Source: an optimization exercise on an open RTL-to-GDS flow (aim: small area, a short achievable clock period and few clock cycles per item). Production flows keep margins and buffers that such runs may drop.
At most, simulation tests tie the RTL to the original design; equivalence was not proved.
Only the layout flow was run in run 1; the RTL was not checked for function there.
No activity file was given, so power comes from the tool's default toggle rates.

==> design/flow/design.v <==
module smult16_err_acc #(
  parameter int WIDTH = 16,
  parameter int OUTW  = 32,
  parameter int CNTW  = 16,
  parameter int ACCW  = 48
) (
  input  logic              clk,
  input  logic              rst_n,
  input  logic              start,
  input  logic [CNTW-1:0]   num_samples,
  input  logic              in_valid,
  output logic              in_ready,
  input  logic [WIDTH-1:0]  op_a,
  input  logic [WIDTH-1:0]  op_b,
  input  logic [OUTW-1:0]   p_approx,
  output logic              busy,
  output logic              done,
  output logic [CNTW-1:0]   err_count,
  output logic [ACCW-1:0]   sum_err,
  output logic [ACCW-1:0]   sum_abs_err,
  output logic [OUTW:0]     max_abs_err,
  output logic              overflow
);
  logic             busy_q, done_q, rdy_q;
  logic [CNTW-1:0]  rem_q;           
  logic             l1_q, l2_q, l3_q, l4_q;   
  logic             v1_q, v2_q;
  logic             clr_q;           
  logic             z_q;             
  wire go       = !busy_q && !done_q && start;
  wire accept   = rdy_q && in_valid;
  wire last_acc = accept && (rem_q == CNTW'(1));
  wire empty    = (num_samples == '0);
  always_ff @(posedge clk or negedge rst_n) begin
    if (!rst_n) begin
      busy_q <= 1'b0;
      done_q <= 1'b0;
      rdy_q  <= 1'b0;
      l1_q   <= 1'b0;
      l2_q   <= 1'b0;
      l3_q   <= 1'b0;
      l4_q   <= 1'b0;
      v1_q   <= 1'b0;
      v2_q   <= 1'b0;
      clr_q  <= 1'b0;
      z_q    <= 1'b0;
    end else begin
      done_q <= l4_q || z_q;
      busy_q <= go || (busy_q && !l4_q && !z_q);
      z_q    <= go && empty;
      rdy_q  <= go ? !empty : (rdy_q && !last_acc);
      l1_q   <= last_acc;
      l2_q   <= l1_q;
      l3_q   <= l2_q;
      l4_q   <= l3_q;
      v1_q   <= accept;
      v2_q   <= v1_q;
      clr_q  <= go;
    end
  end
  always_ff @(posedge clk) begin
    if (go) rem_q <= num_samples;
    else if (accept) rem_q <= rem_q - CNTW'(1);
  end
  logic [15:0] a_q;
  logic [31:0] p_q;
  logic        pc19_q;
  logic [7:0]  bone, btwo, bneg;
  wire  [16:0] bx = {op_b, 1'b0};
  wire  [5:0]  p_mid = {1'b0, p_approx[18:14]} + {5'b0, ~op_b[15]};
  always_ff @(posedge clk) begin
    a_q    <= op_a;
    p_q    <= {p_approx[31:19], p_mid[4:0], p_approx[13:0]};
    pc19_q <= p_mid[5];
    for (int i = 0; i < 8; i++) begin
      bone[i] <= bx[2*i+1] ^ bx[2*i];
      btwo[i] <= (bx[2*i+2] & ~bx[2*i+1] & ~bx[2*i]) | (~bx[2*i+2] & bx[2*i+1] & bx[2*i]);
      bneg[i] <= ~bx[2*i+2];
    end
  end
  wire pp0_0 = (bone[0] & a_q[0]) ^ bneg[0];
  wire pp0_1 = ((bone[0] & a_q[1]) | (btwo[0] & a_q[0])) ^ bneg[0];
  wire pp0_2 = ((bone[0] & a_q[2]) | (btwo[0] & a_q[1])) ^ bneg[0];
  wire pp0_3 = ((bone[0] & a_q[3]) | (btwo[0] & a_q[2])) ^ bneg[0];
  wire pp0_4 = ((bone[0] & a_q[4]) | (btwo[0] & a_q[3])) ^ bneg[0];
  wire pp0_5 = ((bone[0] & a_q[5]) | (btwo[0] & a_q[4])) ^ bneg[0];
  wire pp0_6 = ((bone[0] & a_q[6]) | (btwo[0] & a_q[5])) ^ bneg[0];
  wire pp0_7 = ((bone[0] & a_q[7]) | (btwo[0] & a_q[6])) ^ bneg[0];
  wire pp0_8 = ((bone[0] & a_q[8]) | (btwo[0] & a_q[7])) ^ bneg[0];
  wire pp0_9 = ((bone[0] & a_q[9]) | (btwo[0] & a_q[8])) ^ bneg[0];
  wire pp0_10 = ((bone[0] & a_q[10]) | (btwo[0] & a_q[9])) ^ bneg[0];
  wire pp0_11 = ((bone[0] & a_q[11]) | (btwo[0] & a_q[10])) ^ bneg[0];
  wire pp0_12 = ((bone[0] & a_q[12]) | (btwo[0] & a_q[11])) ^ bneg[0];
  wire pp0_13 = ((bone[0] & a_q[13]) | (btwo[0] & a_q[12])) ^ bneg[0];
  wire pp0_14 = ((bone[0] & a_q[14]) | (btwo[0] & a_q[13])) ^ bneg[0];
  wire pp0_15 = ((bone[0] & a_q[15]) | (btwo[0] & a_q[14])) ^ bneg[0];
  wire pp0_16 = ((bone[0] | btwo[0]) & a_q[15]) ^ bneg[0];
  wire pp1_0 = (bone[1] & a_q[0]) ^ bneg[1];
  wire pp1_1 = ((bone[1] & a_q[1]) | (btwo[1] & a_q[0])) ^ bneg[1];
  wire pp1_2 = ((bone[1] & a_q[2]) | (btwo[1] & a_q[1])) ^ bneg[1];
  wire pp1_3 = ((bone[1] & a_q[3]) | (btwo[1] & a_q[2])) ^ bneg[1];
  wire pp1_4 = ((bone[1] & a_q[4]) | (btwo[1] & a_q[3])) ^ bneg[1];
  wire pp1_5 = ((bone[1] & a_q[5]) | (btwo[1] & a_q[4])) ^ bneg[1];
  wire pp1_6 = ((bone[1] & a_q[6]) | (btwo[1] & a_q[5])) ^ bneg[1];
  wire pp1_7 = ((bone[1] & a_q[7]) | (btwo[1] & a_q[6])) ^ bneg[1];
  wire pp1_8 = ((bone[1] & a_q[8]) | (btwo[1] & a_q[7])) ^ bneg[1];
  wire pp1_9 = ((bone[1] & a_q[9]) | (btwo[1] & a_q[8])) ^ bneg[1];
  wire pp1_10 = ((bone[1] & a_q[10]) | (btwo[1] & a_q[9])) ^ bneg[1];
  wire pp1_11 = ((bone[1] & a_q[11]) | (btwo[1] & a_q[10])) ^ bneg[1];
  wire pp1_12 = ((bone[1] & a_q[12]) | (btwo[1] & a_q[11])) ^ bneg[1];
  wire pp1_13 = ((bone[1] & a_q[13]) | (btwo[1] & a_q[12])) ^ bneg[1];
  wire pp1_14 = ((bone[1] & a_q[14]) | (btwo[1] & a_q[13])) ^ bneg[1];
  wire pp1_15 = ((bone[1] & a_q[15]) | (btwo[1] & a_q[14])) ^ bneg[1];
  wire pp1_16 = ((bone[1] | btwo[1]) & a_q[15]) ^ bneg[1];
  wire ppn1 = ~pp1_16;
  wire pp2_0 = (bone[2] & a_q[0]) ^ bneg[2];
  wire pp2_1 = ((bone[2] & a_q[1]) | (btwo[2] & a_q[0])) ^ bneg[2];
  wire pp2_2 = ((bone[2] & a_q[2]) | (btwo[2] & a_q[1])) ^ bneg[2];
  wire pp2_3 = ((bone[2] & a_q[3]) | (btwo[2] & a_q[2])) ^ bneg[2];
  wire pp2_4 = ((bone[2] & a_q[4]) | (btwo[2] & a_q[3])) ^ bneg[2];
  wire pp2_5 = ((bone[2] & a_q[5]) | (btwo[2] & a_q[4])) ^ bneg[2];
  wire pp2_6 = ((bone[2] & a_q[6]) | (btwo[2] & a_q[5])) ^ bneg[2];
  wire pp2_7 = ((bone[2] & a_q[7]) | (btwo[2] & a_q[6])) ^ bneg[2];
  wire pp2_8 = ((bone[2] & a_q[8]) | (btwo[2] & a_q[7])) ^ bneg[2];
  wire pp2_9 = ((bone[2] & a_q[9]) | (btwo[2] & a_q[8])) ^ bneg[2];
  wire pp2_10 = ((bone[2] & a_q[10]) | (btwo[2] & a_q[9])) ^ bneg[2];
  wire pp2_11 = ((bone[2] & a_q[11]) | (btwo[2] & a_q[10])) ^ bneg[2];
  wire pp2_12 = ((bone[2] & a_q[12]) | (btwo[2] & a_q[11])) ^ bneg[2];
  wire pp2_13 = ((bone[2] & a_q[13]) | (btwo[2] & a_q[12])) ^ bneg[2];
  wire pp2_14 = ((bone[2] & a_q[14]) | (btwo[2] & a_q[13])) ^ bneg[2];
  wire pp2_15 = ((bone[2] & a_q[15]) | (btwo[2] & a_q[14])) ^ bneg[2];
  wire pp2_16 = ((bone[2] | btwo[2]) & a_q[15]) ^ bneg[2];
  wire ppn2 = ~pp2_16;
  wire pp3_0 = (bone[3] & a_q[0]) ^ bneg[3];
  wire pp3_1 = ((bone[3] & a_q[1]) | (btwo[3] & a_q[0])) ^ bneg[3];
  wire pp3_2 = ((bone[3] & a_q[2]) | (btwo[3] & a_q[1])) ^ bneg[3];
  wire pp3_3 = ((bone[3] & a_q[3]) | (btwo[3] & a_q[2])) ^ bneg[3];
  wire pp3_4 = ((bone[3] & a_q[4]) | (btwo[3] & a_q[3])) ^ bneg[3];
  wire pp3_5 = ((bone[3] & a_q[5]) | (btwo[3] & a_q[4])) ^ bneg[3];
  wire pp3_6 = ((bone[3] & a_q[6]) | (btwo[3] & a_q[5])) ^ bneg[3];
  wire pp3_7 = ((bone[3] & a_q[7]) | (btwo[3] & a_q[6])) ^ bneg[3];
  wire pp3_8 = ((bone[3] & a_q[8]) | (btwo[3] & a_q[7])) ^ bneg[3];
  wire pp3_9 = ((bone[3] & a_q[9]) | (btwo[3] & a_q[8])) ^ bneg[3];
  wire pp3_10 = ((bone[3] & a_q[10]) | (btwo[3] & a_q[9])) ^ bneg[3];
  wire pp3_11 = ((bone[3] & a_q[11]) | (btwo[3] & a_q[10])) ^ bneg[3];
  wire pp3_12 = ((bone[3] & a_q[12]) | (btwo[3] & a_q[11])) ^ bneg[3];
  wire pp3_13 = ((bone[3] & a_q[13]) | (btwo[3] & a_q[12])) ^ bneg[3];
  wire pp3_14 = ((bone[3] & a_q[14]) | (btwo[3] & a_q[13])) ^ bneg[3];
  wire pp3_15 = ((bone[3] & a_q[15]) | (btwo[3] & a_q[14])) ^ bneg[3];
  wire pp3_16 = ((bone[3] | btwo[3]) & a_q[15]) ^ bneg[3];
  wire ppn3 = ~pp3_16;
  wire pp4_0 = (bone[4] & a_q[0]) ^ bneg[4];
  wire pp4_1 = ((bone[4] & a_q[1]) | (btwo[4] & a_q[0])) ^ bneg[4];
  wire pp4_2 = ((bone[4] & a_q[2]) | (btwo[4] & a_q[1])) ^ bneg[4];
  wire pp4_3 = ((bone[4] & a_q[3]) | (btwo[4] & a_q[2])) ^ bneg[4];
  wire pp4_4 = ((bone[4] & a_q[4]) | (btwo[4] & a_q[3])) ^ bneg[4];
  wire pp4_5 = ((bone[4] & a_q[5]) | (btwo[4] & a_q[4])) ^ bneg[4];
  wire pp4_6 = ((bone[4] & a_q[6]) | (btwo[4] & a_q[5])) ^ bneg[4];
  wire pp4_7 = ((bone[4] & a_q[7]) | (btwo[4] & a_q[6])) ^ bneg[4];
  wire pp4_8 = ((bone[4] & a_q[8]) | (btwo[4] & a_q[7])) ^ bneg[4];
  wire pp4_9 = ((bone[4] & a_q[9]) | (btwo[4] & a_q[8])) ^ bneg[4];
  wire pp4_10 = ((bone[4] & a_q[10]) | (btwo[4] & a_q[9])) ^ bneg[4];
  wire pp4_11 = ((bone[4] & a_q[11]) | (btwo[4] & a_q[10])) ^ bneg[4];
  wire pp4_12 = ((bone[4] & a_q[12]) | (btwo[4] & a_q[11])) ^ bneg[4];
  wire pp4_13 = ((bone[4] & a_q[13]) | (btwo[4] & a_q[12])) ^ bneg[4];
  wire pp4_14 = ((bone[4] & a_q[14]) | (btwo[4] & a_q[13])) ^ bneg[4];
  wire pp4_15 = ((bone[4] & a_q[15]) | (btwo[4] & a_q[14])) ^ bneg[4];
  wire pp4_16 = ((bone[4] | btwo[4]) & a_q[15]) ^ bneg[4];
  wire ppn4 = ~pp4_16;
  wire pp5_0 = (bone[5] & a_q[0]) ^ bneg[5];
  wire pp5_1 = ((bone[5] & a_q[1]) | (btwo[5] & a_q[0])) ^ bneg[5];
  wire pp5_2 = ((bone[5] & a_q[2]) | (btwo[5] & a_q[1])) ^ bneg[5];
  wire pp5_3 = ((bone[5] & a_q[3]) | (btwo[5] & a_q[2])) ^ bneg[5];
  wire pp5_4 = ((bone[5] & a_q[4]) | (btwo[5] & a_q[3])) ^ bneg[5];
  wire pp5_5 = ((bone[5] & a_q[5]) | (btwo[5] & a_q[4])) ^ bneg[5];
  wire pp5_6 = ((bone[5] & a_q[6]) | (btwo[5] & a_q[5])) ^ bneg[5];
  wire pp5_7 = ((bone[5] & a_q[7]) | (btwo[5] & a_q[6])) ^ bneg[5];
  wire pp5_8 = ((bone[5] & a_q[8]) | (btwo[5] & a_q[7])) ^ bneg[5];
  wire pp5_9 = ((bone[5] & a_q[9]) | (btwo[5] & a_q[8])) ^ bneg[5];
  wire pp5_10 = ((bone[5] & a_q[10]) | (btwo[5] & a_q[9])) ^ bneg[5];
  wire pp5_11 = ((bone[5] & a_q[11]) | (btwo[5] & a_q[10])) ^ bneg[5];
  wire pp5_12 = ((bone[5] & a_q[12]) | (btwo[5] & a_q[11])) ^ bneg[5];
  wire pp5_13 = ((bone[5] & a_q[13]) | (btwo[5] & a_q[12])) ^ bneg[5];
  wire pp5_14 = ((bone[5] & a_q[14]) | (btwo[5] & a_q[13])) ^ bneg[5];
  wire pp5_15 = ((bone[5] & a_q[15]) | (btwo[5] & a_q[14])) ^ bneg[5];
  wire pp5_16 = ((bone[5] | btwo[5]) & a_q[15]) ^ bneg[5];
  wire ppn5 = ~pp5_16;
  wire pp6_0 = (bone[6] & a_q[0]) ^ bneg[6];
  wire pp6_1 = ((bone[6] & a_q[1]) | (btwo[6] & a_q[0])) ^ bneg[6];
  wire pp6_2 = ((bone[6] & a_q[2]) | (btwo[6] & a_q[1])) ^ bneg[6];
  wire pp6_3 = ((bone[6] & a_q[3]) | (btwo[6] & a_q[2])) ^ bneg[6];
  wire pp6_4 = ((bone[6] & a_q[4]) | (btwo[6] & a_q[3])) ^ bneg[6];
  wire pp6_5 = ((bone[6] & a_q[5]) | (btwo[6] & a_q[4])) ^ bneg[6];
  wire pp6_6 = ((bone[6] & a_q[6]) | (btwo[6] & a_q[5])) ^ bneg[6];
  wire pp6_7 = ((bone[6] & a_q[7]) | (btwo[6] & a_q[6])) ^ bneg[6];
  wire pp6_8 = ((bone[6] & a_q[8]) | (btwo[6] & a_q[7])) ^ bneg[6];
  wire pp6_9 = ((bone[6] & a_q[9]) | (btwo[6] & a_q[8])) ^ bneg[6];
  wire pp6_10 = ((bone[6] & a_q[10]) | (btwo[6] & a_q[9])) ^ bneg[6];
  wire pp6_11 = ((bone[6] & a_q[11]) | (btwo[6] & a_q[10])) ^ bneg[6];
  wire pp6_12 = ((bone[6] & a_q[12]) | (btwo[6] & a_q[11])) ^ bneg[6];
  wire pp6_13 = ((bone[6] & a_q[13]) | (btwo[6] & a_q[12])) ^ bneg[6];
  wire pp6_14 = ((bone[6] & a_q[14]) | (btwo[6] & a_q[13])) ^ bneg[6];
  wire pp6_15 = ((bone[6] & a_q[15]) | (btwo[6] & a_q[14])) ^ bneg[6];
  wire pp6_16 = ((bone[6] | btwo[6]) & a_q[15]) ^ bneg[6];
  wire ppn6 = ~pp6_16;
  wire pp7_0 = (bone[7] & a_q[0]) ^ bneg[7];
  wire pp7_1 = ((bone[7] & a_q[1]) | (btwo[7] & a_q[0])) ^ bneg[7];
  wire pp7_2 = ((bone[7] & a_q[2]) | (btwo[7] & a_q[1])) ^ bneg[7];
  wire pp7_3 = ((bone[7] & a_q[3]) | (btwo[7] & a_q[2])) ^ bneg[7];
  wire pp7_4 = ((bone[7] & a_q[4]) | (btwo[7] & a_q[3])) ^ bneg[7];
  wire pp7_5 = ((bone[7] & a_q[5]) | (btwo[7] & a_q[4])) ^ bneg[7];
  wire pp7_6 = ((bone[7] & a_q[6]) | (btwo[7] & a_q[5])) ^ bneg[7];
  wire pp7_7 = ((bone[7] & a_q[7]) | (btwo[7] & a_q[6])) ^ bneg[7];
  wire pp7_8 = ((bone[7] & a_q[8]) | (btwo[7] & a_q[7])) ^ bneg[7];
  wire pp7_9 = ((bone[7] & a_q[9]) | (btwo[7] & a_q[8])) ^ bneg[7];
  wire pp7_10 = ((bone[7] & a_q[10]) | (btwo[7] & a_q[9])) ^ bneg[7];
  wire pp7_11 = ((bone[7] & a_q[11]) | (btwo[7] & a_q[10])) ^ bneg[7];
  wire pp7_12 = ((bone[7] & a_q[12]) | (btwo[7] & a_q[11])) ^ bneg[7];
  wire pp7_13 = ((bone[7] & a_q[13]) | (btwo[7] & a_q[12])) ^ bneg[7];
  wire pp7_14 = ((bone[7] & a_q[14]) | (btwo[7] & a_q[13])) ^ bneg[7];
  wire pp7_15 = ((bone[7] & a_q[15]) | (btwo[7] & a_q[14])) ^ bneg[7];
  wire pp7_16 = ((bone[7] | btwo[7]) & a_q[15]) ^ bneg[7];
  wire ppn7 = ~pp7_16;
  wire ppn0 = ~pp0_16;
  wire pn31 = ~p_q[31];
  wire s1 = bneg[4] ^ p_q[8];
  wire c2 = bneg[4] & p_q[8];
  wire s3 = p_q[9] ^ pp0_9;
  wire c4 = p_q[9] & pp0_9;
  wire s5 = bneg[5] ^ p_q[10] ^ pp0_10;
  wire c6 = (bneg[5] & p_q[10]) | (pp0_10 & (bneg[5] ^ p_q[10]));
  wire s7 = pp1_8 ^ pp2_6;
  wire c8 = pp1_8 & pp2_6;
  wire s9 = p_q[11] ^ pp0_11 ^ pp1_9;
  wire c10 = (p_q[11] & pp0_11) | (pp1_9 & (p_q[11] ^ pp0_11));
  wire s11 = pp2_7 ^ pp3_5;
  wire c12 = pp2_7 & pp3_5;
  wire s13 = bneg[6] ^ p_q[12] ^ pp0_12;
  wire c14 = (bneg[6] & p_q[12]) | (pp0_12 & (bneg[6] ^ p_q[12]));
  wire s15 = pp1_10 ^ pp2_8 ^ pp3_6;
  wire c16 = (pp1_10 & pp2_8) | (pp3_6 & (pp1_10 ^ pp2_8));
  wire s17 = pp4_4 ^ pp5_2;
  wire c18 = pp4_4 & pp5_2;
  wire s19 = p_q[13] ^ pp0_13 ^ pp1_11;
  wire c20 = (p_q[13] & pp0_13) | (pp1_11 & (p_q[13] ^ pp0_13));
  wire s21 = pp2_9 ^ pp3_7 ^ pp4_5;
  wire c22 = (pp2_9 & pp3_7) | (pp4_5 & (pp2_9 ^ pp3_7));
  wire s23 = pp5_3 ^ pp6_1;
  wire c24 = pp5_3 & pp6_1;
  wire s25 = p_q[14] ^ pp0_14 ^ pp1_12;
  wire c26 = (p_q[14] & pp0_14) | (pp1_12 & (p_q[14] ^ pp0_14));
  wire s27 = pp2_10 ^ pp3_8 ^ pp4_6;
  wire c28 = (pp2_10 & pp3_8) | (pp4_6 & (pp2_10 ^ pp3_8));
  wire s29 = pp5_4 ^ pp6_2 ^ pp7_0;
  wire c30 = (pp5_4 & pp6_2) | (pp7_0 & (pp5_4 ^ pp6_2));
  wire s31 = p_q[15] ^ pp0_15 ^ pp1_13;
  wire c32 = (p_q[15] & pp0_15) | (pp1_13 & (p_q[15] ^ pp0_15));
  wire s33 = pp2_11 ^ pp3_9 ^ pp4_7;
  wire c34 = (pp2_11 & pp3_9) | (pp4_7 & (pp2_11 ^ pp3_9));
  wire s35 = pp5_5 ^ pp6_3 ^ pp7_1;
  wire c36 = (pp5_5 & pp6_3) | (pp7_1 & (pp5_5 ^ pp6_3));
  wire s37 = p_q[16] ^ pp1_14 ^ pp2_12;
  wire c38 = (p_q[16] & pp1_14) | (pp2_12 & (p_q[16] ^ pp1_14));
  wire s39 = pp3_10 ^ pp4_8 ^ pp5_6;
  wire c40 = (pp3_10 & pp4_8) | (pp5_6 & (pp3_10 ^ pp4_8));
  wire s41 = pp6_4 ^ pp7_2 ^ pp0_16;
  wire c42 = (pp6_4 & pp7_2) | (pp0_16 & (pp6_4 ^ pp7_2));
  wire s43 = p_q[17] ^ pp1_15 ^ pp2_13;
  wire c44 = (p_q[17] & pp1_15) | (pp2_13 & (p_q[17] ^ pp1_15));
  wire s45 = pp3_11 ^ pp4_9 ^ pp5_7;
  wire c46 = (pp3_11 & pp4_9) | (pp5_7 & (pp3_11 ^ pp4_9));
  wire s47 = pp6_5 ^ pp7_3 ^ pp0_16;
  wire c48 = (pp6_5 & pp7_3) | (pp0_16 & (pp6_5 ^ pp7_3));
  wire s49 = p_q[18] ^ pp2_14 ^ pp3_12;
  wire c50 = (p_q[18] & pp2_14) | (pp3_12 & (p_q[18] ^ pp2_14));
  wire s51 = pp4_10 ^ pp5_8 ^ pp6_6;
  wire c52 = (pp4_10 & pp5_8) | (pp6_6 & (pp4_10 ^ pp5_8));
  wire s53 = pp7_4 ^ ppn1 ^ ppn0;
  wire c54 = (pp7_4 & ppn1) | (ppn0 & (pp7_4 ^ ppn1));
  wire s55 = ~(p_q[19] ^ pc19_q);
  wire c56 = p_q[19] | pc19_q;
  wire s57 = pp2_15 ^ pp3_13 ^ pp4_11;
  wire c58 = (pp2_15 & pp3_13) | (pp4_11 & (pp2_15 ^ pp3_13));
  wire s59 = pp5_9 ^ pp6_7 ^ pp7_5;
  wire c60 = (pp5_9 & pp6_7) | (pp7_5 & (pp5_9 ^ pp6_7));
  wire s61 = p_q[20] ^ pp3_14 ^ pp4_12;
  wire c62 = (p_q[20] & pp3_14) | (pp4_12 & (p_q[20] ^ pp3_14));
  wire s63 = pp5_10 ^ pp6_8 ^ pp7_6;
  wire c64 = (pp5_10 & pp6_8) | (pp7_6 & (pp5_10 ^ pp6_8));
  wire s65 = ~(p_q[21] ^ pp3_15);
  wire c66 = p_q[21] | pp3_15;
  wire s67 = pp4_13 ^ pp5_11;
  wire c68 = pp4_13 & pp5_11;
  wire s69 = p_q[22] ^ pp4_14 ^ pp5_12;
  wire c70 = (p_q[22] & pp4_14) | (pp5_12 & (p_q[22] ^ pp4_14));
  wire s71 = ~p_q[23];
  wire s73 = bneg[2] ^ p_q[4];
  wire c74 = bneg[2] & p_q[4];
  wire s75 = p_q[5] ^ pp0_5;
  wire c76 = p_q[5] & pp0_5;
  wire s77 = bneg[3] ^ p_q[6] ^ pp0_6;
  wire c78 = (bneg[3] & p_q[6]) | (pp0_6 & (bneg[3] ^ p_q[6]));
  wire s79 = pp1_4 ^ pp2_2;
  wire c80 = pp1_4 & pp2_2;
  wire s81 = p_q[7] ^ pp0_7 ^ pp1_5;
  wire c82 = (p_q[7] & pp0_7) | (pp1_5 & (p_q[7] ^ pp0_7));
  wire s83 = pp2_3 ^ pp3_1;
  wire c84 = pp2_3 & pp3_1;
  wire s85 = s1 ^ pp0_8 ^ pp1_6;
  wire c86 = (s1 & pp0_8) | (pp1_6 & (s1 ^ pp0_8));
  wire s87 = pp2_4 ^ pp3_2 ^ pp4_0;
  wire c88 = (pp2_4 & pp3_2) | (pp4_0 & (pp2_4 ^ pp3_2));
  wire s89 = c2 ^ pp1_7 ^ pp2_5;
  wire c90 = (c2 & pp1_7) | (pp2_5 & (c2 ^ pp1_7));
  wire s91 = pp3_3 ^ pp4_1 ^ s3;
  wire c92 = (pp3_3 & pp4_1) | (s3 & (pp3_3 ^ pp4_1));
  wire s93 = pp3_4 ^ pp4_2 ^ pp5_0;
  wire c94 = (pp3_4 & pp4_2) | (pp5_0 & (pp3_4 ^ pp4_2));
  wire s95 = c4 ^ s7 ^ s5;
  wire c96 = (c4 & s7) | (s5 & (c4 ^ s7));
  wire s97 = pp4_3 ^ pp5_1 ^ c8;
  wire c98 = (pp4_3 & pp5_1) | (c8 & (pp4_3 ^ pp5_1));
  wire s99 = s11 ^ c6 ^ s9;
  wire c100 = (s11 & c6) | (s9 & (s11 ^ c6));
  wire s101 = pp6_0 ^ c12 ^ s17;
  wire c102 = (pp6_0 & c12) | (s17 & (pp6_0 ^ c12));
  wire s103 = c10 ^ s13 ^ s15;
  wire c104 = (c10 & s13) | (s15 & (c10 ^ s13));
  wire s105 = c18 ^ s23 ^ c14;
  wire c106 = (c18 & s23) | (c14 & (c18 ^ s23));
  wire s107 = c16 ^ s19 ^ s21;
  wire c108 = (c16 & s19) | (s21 & (c16 ^ s19));
  wire s109 = c24 ^ c20 ^ c22;
  wire c110 = (c24 & c20) | (c22 & (c24 ^ c20));
  wire s111 = s25 ^ s27 ^ s29;
  wire c112 = (s25 & s27) | (s29 & (s25 ^ s27));
  wire s113 = c26 ^ c28 ^ c30;
  wire c114 = (c26 & c28) | (c30 & (c26 ^ c28));
  wire s115 = s31 ^ s33 ^ s35;
  wire c116 = (s31 & s33) | (s35 & (s31 ^ s33));
  wire s117 = c32 ^ c34 ^ c36;
  wire c118 = (c32 & c34) | (c36 & (c32 ^ c34));
  wire s119 = s37 ^ s39 ^ s41;
  wire c120 = (s37 & s39) | (s41 & (s37 ^ s39));
  wire s121 = c38 ^ c40 ^ c42;
  wire c122 = (c38 & c40) | (c42 & (c38 ^ c40));
  wire s123 = s43 ^ s45 ^ s47;
  wire c124 = (s43 & s45) | (s47 & (s43 ^ s45));
  wire s125 = c44 ^ c46 ^ c48;
  wire c126 = (c44 & c46) | (c48 & (c44 ^ c46));
  wire s127 = s49 ^ s51 ^ s53;
  wire c128 = (s49 & s51) | (s53 & (s49 ^ s51));
  wire s129 = s55 ^ c50 ^ c52;
  wire c130 = (s55 & c50) | (c52 & (s55 ^ c50));
  wire s131 = c54 ^ s57 ^ s59;
  wire c132 = (c54 & s57) | (s59 & (c54 ^ s57));
  wire s133 = c56 ^ ppn2 ^ c58;
  wire c134 = (c56 & ppn2) | (c58 & (c56 ^ ppn2));
  wire s135 = c60 ^ s61 ^ s63;
  wire c136 = (c60 & s61) | (s63 & (c60 ^ s61));
  wire s137 = pp6_9 ^ pp7_7 ^ s65;
  wire c138 = (pp6_9 & pp7_7) | (s65 & (pp6_9 ^ pp7_7));
  wire s139 = s67 ^ c62 ^ c64;
  wire c140 = (s67 & c62) | (c64 & (s67 ^ c62));
  wire s141 = pp6_10 ^ pp7_8 ^ ppn3;
  wire c142 = (pp6_10 & pp7_8) | (ppn3 & (pp6_10 ^ pp7_8));
  wire s143 = c66 ^ c68 ^ s69;
  wire c144 = (c66 & c68) | (s69 & (c66 ^ c68));
  wire s145 = s71 ^ pp4_15 ^ pp5_13;
  wire c146 = (s71 & pp4_15) | (pp5_13 & (s71 ^ pp4_15));
  wire s147 = pp6_11 ^ pp7_9 ^ c70;
  wire c148 = (pp6_11 & pp7_9) | (c70 & (pp6_11 ^ pp7_9));
  wire s149 = p_q[23] ^ p_q[24] ^ pp5_14;
  wire c150 = (p_q[23] & p_q[24]) | (pp5_14 & (p_q[23] ^ p_q[24]));
  wire s151 = pp6_12 ^ pp7_10 ^ ppn4;
  wire c152 = (pp6_12 & pp7_10) | (ppn4 & (pp6_12 ^ pp7_10));
  wire s153 = ~(p_q[25] ^ pp5_15);
  wire c154 = p_q[25] | pp5_15;
  wire s155 = pp6_13 ^ pp7_11;
  wire c156 = pp6_13 & pp7_11;
  wire s157 = p_q[26] ^ pp6_14 ^ pp7_12;
  wire c158 = (p_q[26] & pp6_14) | (pp7_12 & (p_q[26] ^ pp6_14));
  wire s159 = ~p_q[27];
  wire s161 = bneg[1] ^ p_q[2];
  wire c162 = bneg[1] & p_q[2];
  wire s163 = p_q[3] ^ pp0_3;
  wire c164 = p_q[3] & pp0_3;
  wire s165 = s73 ^ pp0_4 ^ pp1_2;
  wire c166 = (s73 & pp0_4) | (pp1_2 & (s73 ^ pp0_4));
  wire s167 = c74 ^ pp1_3 ^ pp2_1;
  wire c168 = (c74 & pp1_3) | (pp2_1 & (c74 ^ pp1_3));
  wire s169 = pp3_0 ^ c76 ^ s79;
  wire c170 = (pp3_0 & c76) | (s79 & (pp3_0 ^ c76));
  wire s171 = c80 ^ s83 ^ c78;
  wire c172 = (c80 & s83) | (c78 & (c80 ^ s83));
  wire s173 = c84 ^ c82 ^ s85;
  wire c174 = (c84 & c82) | (s85 & (c84 ^ c82));
  wire s175 = c86 ^ c88 ^ s89;
  wire c176 = (c86 & c88) | (s89 & (c86 ^ c88));
  wire s177 = c90 ^ s93 ^ c92;
  wire c178 = (c90 & s93) | (c92 & (c90 ^ s93));
  wire s179 = c94 ^ s97 ^ c96;
  wire c180 = (c94 & s97) | (c96 & (c94 ^ s97));
  wire s181 = c98 ^ s101 ^ c100;
  wire c182 = (c98 & s101) | (c100 & (c98 ^ s101));
  wire s183 = c102 ^ s105 ^ c104;
  wire c184 = (c102 & s105) | (c104 & (c102 ^ s105));
  wire s185 = c106 ^ s109 ^ c108;
  wire c186 = (c106 & s109) | (c108 & (c106 ^ s109));
  wire s187 = c110 ^ s113 ^ c112;
  wire c188 = (c110 & s113) | (c112 & (c110 ^ s113));
  wire s189 = c114 ^ s117 ^ c116;
  wire c190 = (c114 & s117) | (c116 & (c114 ^ s117));
  wire s191 = c118 ^ s121 ^ c120;
  wire c192 = (c118 & s121) | (c120 & (c118 ^ s121));
  wire s193 = c122 ^ s125 ^ c124;
  wire c194 = (c122 & s125) | (c124 & (c122 ^ s125));
  wire s195 = c126 ^ s129 ^ c128;
  wire c196 = (c126 & s129) | (c128 & (c126 ^ s129));
  wire s197 = c130 ^ s133 ^ c132;
  wire c198 = (c130 & s133) | (c132 & (c130 ^ s133));
  wire s199 = s137 ^ c134 ^ s139;
  wire c200 = (s137 & c134) | (s139 & (s137 ^ c134));
  wire s201 = s141 ^ c138 ^ c140;
  wire c202 = (s141 & c138) | (c140 & (s141 ^ c138));
  wire s203 = c142 ^ s145 ^ s147;
  wire c204 = (c142 & s145) | (s147 & (c142 ^ s145));
  wire s205 = c146 ^ s149 ^ s151;
  wire c206 = (c146 & s149) | (s151 & (c146 ^ s149));
  wire s207 = s153 ^ s155 ^ c150;
  wire c208 = (s153 & s155) | (c150 & (s153 ^ s155));
  wire s209 = ppn5 ^ c154 ^ c156;
  wire c210 = (ppn5 & c154) | (c156 & (ppn5 ^ c154));
  wire s211 = s159 ^ pp6_15 ^ pp7_13;
  wire c212 = (s159 & pp6_15) | (pp7_13 & (s159 ^ pp6_15));
  wire s213 = p_q[27] ^ p_q[28] ^ pp7_14;
  wire c214 = (p_q[27] & p_q[28]) | (pp7_14 & (p_q[27] ^ p_q[28]));
  wire s215 = ~p_q[29];
  wire s217 = bneg[0] ^ p_q[0];
  wire c218 = bneg[0] & p_q[0];
  wire s219 = p_q[1] ^ pp0_1;
  wire c220 = p_q[1] & pp0_1;
  wire s221 = s161 ^ pp0_2 ^ pp1_0;
  wire c222 = (s161 & pp0_2) | (pp1_0 & (s161 ^ pp0_2));
  wire s223 = c162 ^ pp1_1 ^ s163;
  wire c224 = (c162 & pp1_1) | (s163 & (c162 ^ pp1_1));
  wire s225 = pp2_0 ^ c164 ^ s165;
  wire c226 = (pp2_0 & c164) | (s165 & (pp2_0 ^ c164));
  wire s227 = s75 ^ c166 ^ s167;
  wire c228 = (s75 & c166) | (s167 & (s75 ^ c166));
  wire s229 = c168 ^ s77 ^ s169;
  wire c230 = (c168 & s77) | (s169 & (c168 ^ s77));
  wire s231 = s81 ^ c170 ^ s171;
  wire c232 = (s81 & c170) | (s171 & (s81 ^ c170));
  wire s233 = s87 ^ c172 ^ s173;
  wire c234 = (s87 & c172) | (s173 & (s87 ^ c172));
  wire s235 = s91 ^ c174 ^ s175;
  wire c236 = (s91 & c174) | (s175 & (s91 ^ c174));
  wire s237 = c176 ^ s95 ^ s177;
  wire c238 = (c176 & s95) | (s177 & (c176 ^ s95));
  wire s239 = s99 ^ c178 ^ s179;
  wire c240 = (s99 & c178) | (s179 & (s99 ^ c178));
  wire s241 = s103 ^ c180 ^ s181;
  wire c242 = (s103 & c180) | (s181 & (s103 ^ c180));
  wire s243 = s107 ^ c182 ^ s183;
  wire c244 = (s107 & c182) | (s183 & (s107 ^ c182));
  wire s245 = s111 ^ c184 ^ s185;
  wire c246 = (s111 & c184) | (s185 & (s111 ^ c184));
  wire s247 = s115 ^ c186 ^ s187;
  wire c248 = (s115 & c186) | (s187 & (s115 ^ c186));
  wire s249 = s119 ^ c188 ^ s189;
  wire c250 = (s119 & c188) | (s189 & (s119 ^ c188));
  wire s251 = s123 ^ c190 ^ s191;
  wire c252 = (s123 & c190) | (s191 & (s123 ^ c190));
  wire s253 = s127 ^ c192 ^ s193;
  wire c254 = (s127 & c192) | (s193 & (s127 ^ c192));
  wire s255 = s131 ^ c194 ^ s195;
  wire c256 = (s131 & c194) | (s195 & (s131 ^ c194));
  wire s257 = s135 ^ c196 ^ s197;
  wire c258 = (s135 & c196) | (s197 & (s135 ^ c196));
  wire s259 = c136 ^ c198 ^ s199;
  wire c260 = (c136 & c198) | (s199 & (c136 ^ c198));
  wire s261 = s143 ^ c200 ^ s201;
  wire c262 = (s143 & c200) | (s201 & (s143 ^ c200));
  wire s263 = c144 ^ c202 ^ s203;
  wire c264 = (c144 & c202) | (s203 & (c144 ^ c202));
  wire s265 = c148 ^ s205 ^ c204;
  wire c266 = (c148 & s205) | (c204 & (c148 ^ s205));
  wire s267 = c152 ^ s207 ^ c206;
  wire c268 = (c152 & s207) | (c206 & (c152 ^ s207));
  wire s269 = s157 ^ s209 ^ c208;
  wire c270 = (s157 & s209) | (c208 & (s157 ^ s209));
  wire s271 = c158 ^ s211 ^ c210;
  wire c272 = (c158 & s211) | (c210 & (c158 ^ s211));
  wire s273 = ppn6 ^ c212 ^ s213;
  wire c274 = (ppn6 & c212) | (s213 & (ppn6 ^ c212));
  wire s275 = s215 ^ pp7_15 ^ c214;
  wire c276 = (s215 & pp7_15) | (c214 & (s215 ^ pp7_15));
  wire s277 = p_q[29] ^ p_q[30] ^ ppn7;
  wire c278 = (p_q[29] & p_q[30]) | (ppn7 & (p_q[29] ^ p_q[30]));
  wire [32:0] row0 = {1'b1, c278, c276, c274, c272, c270, c268, c266, c264, c262, c260, c258, c256, c254, c252, c250, c248, c246, c244, c242, c240, c238, c236, c234, c232, c230, c228, c226, c224, c222, c220, c218, s217};
  wire [32:0] row1 = {1'b0, pn31, s277, s275, s273, s271, s269, s267, s265, s263, s261, s259, s257, s255, s253, s251, s249, s247, s245, s243, s241, s239, s237, s235, s233, s231, s229, s227, s225, s223, s221, s219, pp0_0};
  localparam int LO = 6;
  wire  [LO:0]   lo_sum = {1'b0, row0[LO-1:0]} + {1'b0, row1[LO-1:0]};
  logic [32:0]   r0_q;
  logic [32:LO]  r1_q;
  logic          rc_q;
  always_ff @(posedge clk) begin
    r0_q <= {row0[32:LO], lo_sum[LO-1:0]};
    r1_q <= row1[32:LO];
    rc_q <= lo_sum[LO];
  end
  wire [33-LO:0] d_hi = {r0_q[32:LO], 1'b1} + {r1_q, rc_q};
  wire [32:0]    d    = {d_hi[33-LO:1], r0_q[LO-1:0]};
  wire        ds = d[32];
  wire [31:0] dx = d[31:0] ^ {32{ds}};
  logic [31:0] x_q;
  logic        s_q;
  always_ff @(posedge clk or negedge rst_n) begin
    if (!rst_n) begin
      x_q <= '0;
      s_q <= 1'b0;
    end else begin
      x_q <= v2_q ? dx : '0;
      s_q <= v2_q & ds;
    end
  end
  logic [CNTW-1:0] cnt_q;
  logic [23:0]     el_q, eh_q;            
  logic [23:0]     al_q, ah_q;            
  logic [31:0]     max_q;
  logic            ovf_q;
  logic            ec_q, ac_q;            
  logic [8:0]      dh_q;                  
  wire [CNTW-1:0] cnt_f = clr_q ? '0 : cnt_q;
  wire [23:0]     el_f  = clr_q ? '0 : el_q;
  wire [23:0]     eh_f  = clr_q ? '0 : eh_q;
  wire [23:0]     al_f  = clr_q ? '0 : al_q;
  wire [23:0]     ah_f  = clr_q ? '0 : ah_q;
  wire [31:0]     max_f = clr_q ? '0 : max_q;
  wire            ovf_f = clr_q ? 1'b0 : ovf_q;
  wire [31:0] dd    = x_q ^ {32{s_q}};                        
  wire [24:0] el_n  = {1'b0, el_f} + {1'b0, dd[23:0]};
  wire [23:0] eh_n  = eh_f + {{15{dh_q[8]}}, dh_q} + {23'b0, ec_q};
  wire        wrap  = (eh_f[23] == dh_q[8]) && (eh_n[23] != dh_q[8]);
  wire [25:0] al_n  = {1'b0, al_f, 1'b1} + {1'b0, x_q[23:0], s_q};   
  wire [23:0] ah_n  = ah_f + {16'b0, x_q[31:24]} + {23'b0, ac_q};
  wire [32:0] cmp   = {1'b0, x_q} + {1'b0, ~max_f} + {32'b0, s_q};    
  wire [31:0] absd  = x_q + {31'b0, s_q};
  wire        nz    = s_q | (|x_q);
  always_ff @(posedge clk or negedge rst_n) begin
    if (!rst_n) begin
      cnt_q <= '0;
      el_q  <= '0;
      eh_q  <= '0;
      al_q  <= '0;
      ah_q  <= '0;
      max_q <= '0;
      ovf_q <= 1'b0;
      ec_q  <= 1'b0;
      ac_q  <= 1'b0;
      dh_q  <= '0;
    end else begin
      cnt_q <= cnt_f + CNTW'(nz);
      el_q  <= el_n[23:0];
      ec_q  <= el_n[24];
      dh_q  <= {s_q, dd[31:24]};
      eh_q  <= eh_n;
      ovf_q <= ovf_f | wrap;
      al_q  <= al_n[24:1];
      ac_q  <= al_n[25];
      ah_q  <= ah_n;
      max_q <= cmp[32] ? absd : max_f;
    end
  end
  assign in_ready    = rdy_q;
  assign busy        = busy_q;
  assign done        = done_q;
  assign err_count   = cnt_q;
  assign sum_err     = {eh_q, el_q};
  assign sum_abs_err = {ah_q, al_q};
  assign max_abs_err = {1'b0, max_q};
  assign overflow    = ovf_q;
endmodule
==> design/flow/flow/run.sh <==
#!/bin/bash
# The standard layout (standard.sh: unchanged synthesis and steps), with two changes:
# ports are buffered with buf_1 cells, and the resizer's setup repair aims for a margin.
set -e
export SETUP_SLACK_MARGIN=5.4
export BUFFER_PORTS_ARGS="-buffer_cell sky130_fd_sc_hd__buf_1"
bash standard.sh > standard_flow.log 2>&1
==> design/flow/standard.sh <==
#!/bin/bash
# synth_recipe.tcl (not shown) runs the flow's synth.tcl, then flattens the netlist and writes it again
# the make line also repeats each setting of config.mk as NAME=value (left out here)
make -C /OpenROAD-flow-scripts/flow DESIGN_CONFIG=/design/flow/config.mk WORK_HOME=/design/flow/orfs CLKGATE_MAP_FILE= SYNTH_SCRIPT=/design/flow/synth_recipe.tcl "${@:-finish}"
==> design/flow/config.mk <==
export PLATFORM = sky130hd
export DESIGN_NAME = smult16_err_acc
export DESIGN_NICKNAME = smult16_err_acc
export VERILOG_FILES = /design/flow/design.v
export SDC_FILE = /design/flow/constraint.sdc
export NUM_CORES = 4
export LEC_CHECK = 0
export CAP_MARGIN = 20
export CORE_MARGIN = 2
export CORE_UTILIZATION = 40
export SLEW_MARGIN = 20
==> design/flow/constraint.sdc <==
create_clock -name core_clock -period 8.5 [get_ports {clk}]
set_input_delay 1.7000 -clock core_clock [delete_from_list [all_inputs] [get_ports {clk}]]
set_output_delay 1.7000 -clock core_clock [all_outputs]
set_load 0.01 [all_outputs]
==> results of run 1 <==
## where the power goes
group          switching [mW]  internal (mW)  total (mW)  leakage [nW]
combinational            1.30          0.958        2.26          8.08
clock                   0.758           1.14        1.90         0.733
sequential              0.121           1.85        1.97          4.02
total                    2.18           3.94        6.12          12.8
## through the flow
step | total power [mW] | hold slack [ns]
after floorplan | 3.690 | 0.3312
after global placement | 4.191 | 0.3352
after detailed placement | 4.247 | 0.3365
after CTS | 6.187 | 0.3509
after global routing | 6.644 | 0.3662
final | 6.117 | 0.3467
## area by class of cell
cell class | instances | area (um2) | area share (%)
multi-input cells | 1805 | 15030 | 53.23
clock buffers | 54 | 1209 | 4.280
repair buffers | 312 | 1768 | 6.260
clock inverters | 21 | 262.8 | 0.9304
flip-flops and latches | 348 | 8245 | 29.20
inverters | 198 | 758.2 | 2.685
well taps | 773 | 967.2 | 3.425
## logic make-up (layout without fill, tap and decap cells)
group / Yosys count / in the layout
AOI/OAI and AO/OA: 559 / 559
muxes: 39 / 39
and+or+nand+nor: 599 / 599
other: 1 / 1
xor gates and xnor gates: 314 / 314
adders and majority gates: 293 / 293
DFF: 348 / 348
buffers and inverters: 327 / 585
## Yosys cell counts, drive strengths merged (109+ instances only)
library cell / instances
dfrtp: 200
nor2: 120
o21ai: 109
inv: 196
a21oi: 138
xnor2: 186
nand2: 126
xor2: 128
fa: 125
a22oi: 121
dfxtp: 132
clkbuf: 110
ha: 168
## flip-flops by register name, indices dropped and copies added (netlist names), 24 cells and up
register,flops
r1_q,26
x_q,32
al_q,24
eh_q,24
max_q,32
r0_q,32
el_q,24
p_q,32
ah_q,24
## what timing repair did
| item | 4_1_cts | 5_1_grt |
|---|---|---|
| cloned | 3 | 7 |
| setup endpoints to repair | 132 | 91 |
| pin swaps | 12 | 32 |
| buffers inserted | 39 | 21 |
| gates resized for setup | 82 | 110 |
## worst register-to-register path, cell delays in order (launching register included)
cell	delay, ns
dfrtp_2	0.42
buf_12	0.16
ha_4	0.26
ha_1	0.22
fa_2	0.36
a21o_1	0.20
a21oi_2	0.14
o21a_1	0.19
o211ai_1	0.12
a31o_2	0.29
a311o_1	0.37
a21oi_2	0.15
xnor2_1	0.12
## metal layers
layer | GRT usage, % | routed length, um | share of wire, % | up-vias
met5 | 0 | 0 | 0 | -
li1 | - | - | - | 8986
met4 | 6.667 | 2066 | 3.3 | 0
met3 | 3.062 | 3422 | 5.4 | 114
met1 | 25.87 | 27710 | 44 | 8993
met2 | 33.25 | 29850 | 47 | 551
## cells in the final DEF (no fill, tap or decap), types with 17 or more instances in the layout
master	netlist	layout
and3_1	23	23
nor4_1	21	17
o211ai_1	19	19
nor2b_1	98	91
or3_1	22	22
clkbuf_16	0	49
nand2b_1	55	50
dfrtp_1	200	197
mux2i_1	34	32
a22oi_1	121	121
nor3_1	25	25
a21o_1	54	54
ha_1	168	161
nand3_1	43	40
a21oi_1	137	125
dfxtp_1	132	95
nand4_1	25	25
xor2_1	128	128
xnor2_1	186	186
nor2_1	120	120
nand2_1	126	125
fa_1	125	119
buf_1	5	230
o21ai_0	104	90
dfxtp_4	0	26
inv_1	196	193
o21bai_1	19	19
buf_4	6	59
## how the worst max path moves through the flow
stage / to / startpoint / slack [ns] / cells past startpoint
finish: el_q[20] / s_q / 5.41 / 12
global route: ovf_q / clr_q / 5.27 / 11
CTS: el_q[20] / clr_q / 5.37 / 12
detailed placement: max_q[12] / clr_q / 4.29 / 9
global placement: max_q[30] / clr_q / 4.38 / 9
floorplan: el_q[20] / clr_q / 5.39 / 13
==> results.json, run 1 <==
{
  "status": "no timing/DRC/antenna violations",
  "vias_per_cell": 5.310,
  "setup_slack_ns": 5.411,
  "period_needed_ns": 3.089,
  "synth-compound-area-share_pct": 15.46,
  "worstHoldStart": "l1_q",
  "end_kind": "register",
  "cpMostUsedCell": "a21oi_2",
  "ir_worst_vdd_v": 0.0001454,
  "synth_fa_ha_area_share_pct": 19.21,
  "regToRegSetupSlack_ns": 5.41,
  "place_congestion": 0.8891,
  "crit_slowest_cell": "dfrtp_2",
  "yosysUniqueCellTypes": 78,
  "hold_class": "reg2reg",
  "fin_cells": 3511,
  "cts_buffers": 42,
  "chipWidth_um": 248.8,
  "relSlewSlack_pct": 40.10,
  "ios": 233,
  "hold_buffers": 0,
  "diodes": 0,
  "io_buffers": 231,
  "overflow": 0,
  "synth-xor-area-share_pct": 11.47,
  "clock_skew_ns": 0.01831,
  "fin_crit_sh_pct": 36.34,
  "finalHoldViolations": 0,
  "drc": 0,
  "start_kind": "register",
  "pre_cts_ws_ns": 4.290,
  "yosysTopAreaCell": "dfrtp_1",
  "hold_depth": 0,
  "synth_seq_area_share_pct": 33.91,
  "syn-num-nets": 2857,
  "synthCells": 2480,
  "worstHoldEndpoint": "l2_q",
  "drt_iter0_drc": 1089,
  "stdcell_area_um2": 28240,
  "h-tree-depth": 2,
  "r2r_end": "el_q[20]",
  "worstRegToRegCells": 12,
  "ys_seq_elements": 348,
  "dieArea_um2": 61890,
  "tns_ns": 0,
  "vias": 18644,
  "synth_simple_gate_area_share_pct": 12.96,
  "drt_pass1_iterations": 5,
  "root_buffer": "clkbuf_16",
  "wirelength_um": 63050,
  "powerDensity_nw_per_um2": 216.6,
  "start_util_pct": 40.53,
  "nets": 3084,
  "critPathBufInv": 1,
  "worstPathRequired_ns": 9.01,
  "slew_viol_final": 0,
  "crit_arrival_ns": 3.60,
  "cts_tree": "done",
  "rsz0062_at_grt": "true",
  "worstPathCellList": "buf_12, ha_4, ha_1, fa_2, a21o_1, a21oi_2, o21a_1, o211ai_1, a31o_2, a311o_1, a21oi_2, xnor2_1",
  "core_area_um2": 59130,
  "track_usage_pct": 19.74,
  "clk_pin_slew_worst_paths_ns": 0.06,
  "synthMuxAreaShare_pct": 1.655,
  "avgRoutedWirePerCell_um": 17.96,
  "worstReg2RegStart": "s_q",
  "ys_top_cells_by_area": "dfrtp_1, dfxtp_1, fa_1",
  "fmax_ghz": 0.3237,
  "maxCapViolations": 0,
  "die_h_um": 248.8,
  "crit_fanout": 19,
  "antenna_found_initial": 0,
  "grt_pass1_wl_um": 99880,
  "yosysTopAreaCellShare_pct": 20.88,
  "synthArstFlopShare_pct": 57.47,
  "critPathKind": "reg2reg",
  "clock_sinks": 348,
  "critPathMaxStageDelay_ns": 0.42,
  "antenna_left": 0,
  "fp-row-count": 89,
  "synth_edf_count": 16,
  "p_leak_nw": 12.83,
  "syn_avg_cell_area_um2": 9.665,
  "insertion_delay_ns": 0.59,
  "postPlaceCellArea_um2": 25390,
  "synth_top_family_by_area": "adder cells",
  "dpl.hpwl_um": 44540,
  "dp_cells": 3366,
  "fillCellCount": 5518,
  "crit_family": "compound AO/OA/AOI/OAI gates",
  "drive_gt1_share_pct": 10.74,
  "grt_max_degree": 158,
  "worst_slew_pin_slew_ns": 0.8974,
  "grt_pass1_vias": 18954,
  "syn_area_um2": 23970,
  "area_growth_pct": 17.83,
  "yosys_warnings": 1,
  "clock_path_buffers": 3,
  "ys.flop_type": "dfrtp_1",
  "final_util_pct": 47.76,
  "setup_viol": 0
}
==> run 2: changes to the inputs <==
--- a/design/flow/design.v
+++ b/design/flow/design.v
@@ -501,16 +501,10 @@
   wire [32:0] row0 = {1'b1, c278, c276, c274, c272, c270, c268, c266, c264, c262, c260, c258, c256, c254, c252, c250, c248, c246, c244, c242, c240, c238, c236, c234, c232, c230, c228, c226, c224, c222, c220, c218, s217};
   wire [32:0] row1 = {1'b0, pn31, s277, s275, s273, s271, s269, s267, s265, s263, s261, s259, s257, s255, s253, s251, s249, s247, s245, s243, s241, s239, s237, s235, s233, s231, s229, s227, s225, s223, s221, s219, pp0_0};
-  localparam int LO = 6;
-  wire  [LO:0]   lo_sum = {1'b0, row0[LO-1:0]} + {1'b0, row1[LO-1:0]};
-  logic [32:0]   r0_q;
-  logic [32:LO]  r1_q;
-  logic          rc_q;
+  logic [32:0] r0_q, r1_q;
   always_ff @(posedge clk) begin
-    r0_q <= {row0[32:LO], lo_sum[LO-1:0]};
-    r1_q <= row1[32:LO];
-    rc_q <= lo_sum[LO];
+    r0_q <= row0;
+    r1_q <= row1;
   end
-  wire [33-LO:0] d_hi = {r0_q[32:LO], 1'b1} + {r1_q, rc_q};
-  wire [32:0]    d    = {d_hi[33-LO:1], r0_q[LO-1:0]};
+  wire [32:0] d  = r0_q + r1_q;
   wire        ds = d[32];
   wire [31:0] dx = d[31:0] ^ {32{ds}};
--- a/design/flow/config.mk
+++ b/design/flow/config.mk
@@ -9,3 +9,5 @@
 export CORE_MARGIN = 2
 export CORE_UTILIZATION = 40
+export CTS_CLUSTER_DIAMETER = 80
+export CTS_CLUSTER_SIZE = 40
 export SLEW_MARGIN = 20
==> run 2 against run 1 <==
  * Still clean on timing, DRC and antenna
  * Maximum frequency decreased by 1.5%
  * Global-route usage is 0.074 points lower
  * Die area shrank 0.75%
  * First-iteration DRC count rose by 4.9%
  * Critical path depth up 1
  * Clock power down 25%
  * Highest routed layer unchanged
==> results.json, run 2 <==
{
  "worstReg2RegStart": "clr_q",
  "grt_max_degree": 184,
  "swShare_pct": 37.33,
  "wirelength_um": 62510,
  "postPlaceCellArea_um2": 25260,
  "drt_iter0_drc": 1142,
  "chipWidth_um": 247.8,
  "powerDensity_nw_per_um2": 224.0,
  "synth_edf_count": 16,
  "antenna_found_initial": 0,
  "crit_fanout": 5,
  "insertion_delay_ns": 0.60,
  "start_kind": "register",
  "maxCapViolations": 0,
  "ys.flop_type": "dfrtp_1",
  "synth_seq_area_share_pct": 34.59,
  "worst_slew_pin_slew_ns": 0.7726,
  "critPathKind": "reg2reg",
  "ios": 233,
  "final_cell_mix": "buf_1, xnor2_1, dfrtp_1",
  "ys_top_cells_by_area": "dfrtp_1, dfxtp_1, fa_1",
  "yosysUniqueCellTypes": 72,
  "grt_pass1_wl_um": 96210,
  "final_common_cell": "buf_1",
  "syn_avg_cell_area_um2": 9.902,
  "synthCells": 2402,
  "p_switching_mw": 2.332,
  "cts_buffers": 27,
  "grt_pass1_vias": 17559,
  "nets": 2993,
  "track_usage_pct": 19.66,
  "vias": 17870,
  "dieArea_um2": 61430,
  "crit_start": "clr_q",
  "h-tree-depth": 1,
  "synthArstFlopShare_pct": 56.66,
  "rsz0062_at_grt": "true",
  "tns_ns": 0,
  "pre_cts_ws_ns": 4.440,
  "overflow": 0,
  "setup_viol": 0,
  "clock_path_buffers": 3,
  "antenna_left": 0,
  "yosys_warnings": 1,
  "diodes": 0,
  "yosysTopAreaCellShare_pct": 21.04,
  "end_kind": "register",
  "combPwrFrac_pct": 45.5,
  "setup_slack_ns": 5.362,
  "synth_common_cells": "xnor2_1, dfrtp_1, inv_1",
  "worstPathRequired_ns": 8.99,
  "clock_skew_ns": 0.02557,
  "core_area_um2": 58910,
  "root_buffer": "clkbuf_16",
  "pwr-share-seq_pct": 31.7,
  "syn-num-nets": 2778,
  "period_needed_ns": 3.138,
  "dpl.hpwl_um": 44650,
  "syn_area_um2": 23780,
  "drt_pass1_iterations": 6,
  "die_h_um": 247.8,
  "fp-row-count": 89,
  "io_buffers": 231,
  "start_util_pct": 40.38,
  "finalHoldViolations": 0,
  "drive_gt1_share_pct": 11.64,
  "place_congestion": 0.8964,
  "fmax_ghz": 0.3187,
  "avgRoutedWirePerCell_um": 18.33,
  "hold_class": "reg2reg",
  "clkPwrFrac_pct": 22.8,
  "yosysTopAreaCell": "dfrtp_1",
  "p_leak_nw": 12.91,
  "clock_sinks": 353,
  "clk_pin_slew_worst_paths_ns": 0.09,
  "ys_seq_elements": 353,
  "worstHoldStart": "l1_q",
  "fin_crit_sh_pct": 36.91,
  "ir_worst_vdd_v": 0.0001830,
  "relSlewSlack_pct": 48.43,
  "crit_arrival_ns": 3.63,
  "status": "no timing/DRC/antenna violations",
  "stdcell_area_um2": 27880,
  "area_growth_pct": 17.21,
  "synth.most_common_cell": "xnor2_1",
  "vias_per_cell": 5.239,
  "cts_tree": "done",
  "intPower_mw": 3.914,
  "slew_viol_final": 0,
  "drc": 0
}
## run 2: power by group through the flow
| stage | Combinational (mW) | Clock (mW) | Sequential, mW |
|---|---|---|---|
| floorplan | 2.08 | 0 | 1.94 |
| global placement | 2.51 | 0 | 2.02 |
| detailed placement | 2.56 | 0 | 2.02 |
| CTS | 2.64 | 1.48 | 1.98 |
| global route | 3.22 | 1.54 | 2.00 |
| finish | 2.84 | 1.42 | 1.98 |
## run 2: per-stage QoR
step                      hold WS (ns)  power (mW)  instances  utilization, %
final                           0.3385       6.245       3411           47.32
after global placement          0.3348       4.527       3295           42.88
after floorplan                 0.3312       4.019       2402               -
after global routing            0.3545       6.754       3411           47.32
after detailed placement        0.3385       4.579       3295           42.88
after CTS                       0.3566       6.108       3382           45.77
## run 2: cells by family (layout without fill, tap and decap cells)
family	after synthesis	count (layout)	share of synthesized area, %
flip-flops	353	353	34.59
multiplexers	38	38	1.615
other	1	1	0.01577
AND/OR/NAND/NOR	579	580	12.79
AO/OA/AOI/OAI	467	467	13.10
buffers and inverters	303	538	4.908
XOR/XNOR	369	369	13.70
adder cells (fa/ha/maj)	292	292	19.28
## run 2: area by class of cell
| class | count | area, um2 |
|---|---|---|
| sequential | 353 | 8342 |
| timing repair buffer | 302 | 1705 |
| inverter | 186 | 710.7 |
| multi-input combinational | 1747 | 15160 |
| fill | 5554 | 31030 |
| clock buffer | 30 | 718.2 |
| tap | 773 | 967.2 |
| clock inverter | 20 | 276.5 |
## run 2: layer usage
metal	up-vias	GRT usage (%)	wire length, um
li1	8560	-	-
met1	8746	25.99	26930
met2	468	33.68	30720
met3	96	2.519	2987
met4	0	5.583	1877
met5	-	0	0
## run 2: worst paths after layout
kind                                  to  slack [ns]  depth (start not counted)
worst max-delay path            eh_q[22]        5.36                         13
worst min-delay path                l2_q        0.34                          0
worst max register to register  eh_q[22]        5.36                         13
worst min register to register      l2_q        0.34                          0
max in group asynchronous          clr_q        6.18                          3
min in group asynchronous       el_q[19]        1.01                          1
## run 2: worst max-delay path, cell delays in order, from the launching register on
cell	delay, ns
dfrtp_4	0.49
buf_8	0.16
nor2b_4	0.04
fa_2	0.35
fa_2	0.35
a21o_1	0.20
a21oi_2	0.17
o31ai_2	0.09
a2111o_1	0.40
nand3_2	0.12
a31oi_4	0.10
a41o_1	0.22
a21o_1	0.19
xor2_1	0.14
## run 2: timing repair
item                       4_1_cts  5_1_grt
setup buffers                   34       23
setup endpoints to repair      137      117
hold buffers                     0        0
cloned                           3        5
pin swaps                       27       73
resized for setup              106      133
Testbench counts of run 2, summed over its fixed seeds: cycles 24,689, items 24,113.
==> run 3: changes to the inputs <==
--- a/design/flow/config.mk
+++ b/design/flow/config.mk
@@ -9,5 +9,3 @@
 export CORE_MARGIN = 2
 export CORE_UTILIZATION = 40
-export CTS_CLUSTER_DIAMETER = 80
-export CTS_CLUSTER_SIZE = 40
 export SLEW_MARGIN = 20
==> run 3 against run 2 <==
  * Still clean
  * Area after synthesis is the same
  * First-iteration DRC count shrank 5.4%
  * Clock power grew 29%
  * Sequential share of layout area shrank 0.11 points
  * Combinational power shrank 5%
  * Count of clock-buffer cells in the layout grew 27
  * Final area grew 0.26%
  * Wire length is essentially flat
  * Clock skew shrank 0.012 ns
  * Highest routed layer unchanged
==> results.json, run 3 <==
{
  "status": "no timing/DRC/antenna violations",
  "syn_area_um2": 23780,
  "crit_start": "clr_q",
  "synthArstFlopShare_pct": 56.66,
  "vias_per_cell": 5.201,
  "die_h_um": 247.8,
  "syn_avg_cell_area_um2": 9.902,
  "insertion_delay_ns": 0.57,
  "place_congestion": 0.8964,
  "overflow": 0,
  "root_buffer": "clkbuf_16",
  "h-tree-depth": 2,
  "setup_viol": 0,
  "met3_length_um": 3276,
  "swShare_pct": 35.43,
  "clock_sinks": 353,
  "slew_viol_final": 0,
  "clock_skew_ns": 0.01380,
  "worstHoldStart": "l3_q",
  "wirelength_um": 62480,
  "finalHoldViolations": 0,
  "powerDensity_nw_per_um2": 232.9,
  "nets": 2998,
  "hold_class": "reg2reg",
  "met1_length_um": 27120,
  "ys_seq_elements": 353,
  "ir_worst_vdd_v": 0.0001445,
  "io_buffers": 231,
  "drive_gt1_share_pct": 10.93,
  "start_util_pct": 40.38,
  "synth_common_cells": "xnor2_1, dfrtp_1, inv_1",
  "worstPathRequired_ns": 8.96,
  "p_leak_nw": 12.96,
  "clk_pin_slew_worst_paths_ns": 0.06,
  "ys_top_cells_by_area": "dfrtp_1, dfxtp_1, fa_1",
  "rsz0062_at_grt": "true",
  "maxCapViolations": 0,
  "dieArea_um2": 61430,
  "avgRoutedWirePerCell_um": 18.23,
  "dpl.hpwl_um": 44650,
  "final_cell_mix": "buf_1, xnor2_1, dfrtp_1",
  "worstReg2RegStart": "clr_q",
  "yosysUniqueCellTypes": 72,
  "tns_ns": 0,
  "ios": 233,
  "antenna_found_initial": 0,
  "top_layer": "met4",
  "synthCells": 2402,
  "period_needed_ns": 3.079,
  "p_total_mw": 6.510,
  "synth.most_common_cell": "xnor2_1",
  "clkPwrFrac_pct": 28.0,
  "diodes": 0,
  "yosys_warnings": 1,
  "synth_edf_count": 16,
  "drc": 0,
  "end_kind": "register",
  "pwr-share-seq_pct": 30.5,
  "clock_path_buffers": 3,
  "wl_met2_um": 30310,
  "area_growth_pct": 17.52,
  "drt_iter0_drc": 1080,
  "combPwrFrac_pct": 41.5,
  "start_kind": "register",
  "track_usage_pct": 19.87,
  "worst_slew_pin_slew_ns": 0.7636,
  "cts_buffers": 42,
  "crit_fanout": 6,
  "vias": 17823,
  "yosysTopAreaCellShare_pct": 21.04,
  "relSlewSlack_pct": 49.04,
  "grt_pass1_vias": 17638,
  "fin_crit_sh_pct": 36.23,
  "grt_pass1_wl_um": 96490,
  "fp-row-count": 89,
  "antenna_left": 0,
  "final_common_cell": "buf_1",
  "chipWidth_um": 247.8,
  "crit_arrival_ns": 3.54,
  "syn-num-nets": 2778,
  "p_switching_mw": 2.307,
  "fmax_ghz": 0.3248,
  "core_area_um2": 58910,
  "synth_seq_area_share_pct": 34.59,
  "ys.flop_type": "dfrtp_1",
  "drt_pass1_iterations": 5,
  "cts_tree": "done",
  "intPower_mw": 4.204,
  "grt_max_degree": 184,
  "critPathKind": "reg2reg",
  "yosysTopAreaCell": "dfrtp_1"
}
[run 3: changes by cell type in the layout (fill, tap and decap cells not counted), sizes merged]
cell | previous run | this run
clkinv | 9 | 12
buf | 295 | 288
bufinv | 2 | 3
inv | 191 | 185
clkinvlp | 4 | 5
clkbuf | 36 | 60
[run 3: final cells by class]
class / instances / area [um2]
clock inverter: 19 / 196.4
tap: 773 / 967.2
multi-input combinational: 1747 / 14970
fill: 5542 / 30960
timing repair buffer: 292 / 1567
inverter: 186 / 710.7
sequential: 353 / 8333
clock buffer: 57 / 1207
[run 3: metrics by stage]
step	instance area (um2)	utilization [%]	setup slack, ns	hold WS [ns]	cells
final	27950	47.45	5.421	0.3433	3427
after global routing	27950	47.45	5.325	0.3563	3427
after CTS	27290	46.33	5.347	0.3553	3400
after detailed placement	25260	42.88	4.440	0.3385	3295
after global placement	25260	42.88	4.492	0.3348	3295
after floorplan	23870	-	5.335	0.3312	2402
[run 3: kinds of logic (layout without fill, tap and decap cells)]
group | after synthesis | in the layout | synth area share [%]
and+or+nand+nor | 579 | 580 | 12.79
AOI/OAI and AO/OA | 467 | 467 | 13.10
xor gates and xnor gates | 369 | 369 | 13.70
DFF | 353 | 353 | 34.59
buffers and inverters | 303 | 554 | 4.908
adders and majority gates | 292 | 292 | 19.28
muxes | 38 | 38 | 1.615
other | 1 | 1 | 0.01577
[run 3: final timing paths]
kind,endpoint,slack (ns),cells after the start
setup / recovery,eh_q[22],5.42,13
max in group asynchronous,clr_q,6.12,3
hold reg to reg,l4_q,0.34,0
hold / removal,l4_q,0.34,0
setup reg to reg,eh_q[22],5.42,13
min in group asynchronous,el_q[5],1.04,1
[run 3: per-layer routing]
metal / GRT usage (%) / up-vias
li1: - / 8554
met1: 25.97 / 8695
met2: 33.27 / 469
met3: 3.309 / 105
met4: 6.763 / 0
met5: 0 / -
[run 3: worst max-delay path, stage by stage, from the launching register on]
cell	delay, ns
dfrtp_4	0.43
buf_12	0.14
nor2b_4	0.04
fa_2	0.35
fa_2	0.36
a21o_1	0.20
a21oi_2	0.17
o31ai_2	0.09
a2111o_1	0.40
nand3_2	0.12
a31oi_4	0.10
a41o_1	0.22
a21o_1	0.19
xor2_1	0.14
[run 3: what timing repair did]
item,4_1_cts,5_1_grt
endpoints found under the setup margin,137,108
gates cloned,2,3
hold buffers,0,0
setup buffers,27,23
pin swaps,22,37
gates resized for setup,102,99
[run 3: power by group through the flow]
stage	Clock [mW]	Combinational (mW)	Sequential, mW
CTS	1.88	2.64	1.99
floorplan	0	2.08	1.94
global route	1.96	3.08	2.00
global placement	0	2.51	2.02
detailed placement	0	2.56	2.02
finish	1.83	2.70	1.98

==> what the ideal ports hide <==
How much do the figures lean on ideal ports? The routed layouts below were timed once more, with nothing changed but the port constraints. Step 1, drivers: a clkbuf_16 drives clk and a buf_2 each remaining input, both assumed. Step 2 moves the port delays by t, midway between the first and last clock arrival at a register: inputs arrive t later, outputs are due t later. That takes back most of the time a late clock gives input paths. a / b / c = ideal / step 1 / step 2; a / b = the first two.
| run | shift t [ns] | slack for setup (ns) | hold slack, ns | worst register clock-pin slew, ns | cell pins on the clock port's net |
|---|---|---|---|---|---|
| run 1 | 0.634 | 5.411 / 5.411 / 5.058 | 0.347 / 0.347 / 0.347 | 0.06 / 0.06 | 1 |
| run 2 | 0.643 | 5.362 / 5.362 / 5.082 | 0.338 / 0.338 / 0.338 | 0.09 / 0.09 | 1 |
| run 3 | 0.627 | 5.421 / 5.421 / 5.068 | 0.343 / 0.343 / 0.343 | 0.06 / 0.06 | 1 |
After both steps every run listed still meets setup and hold.
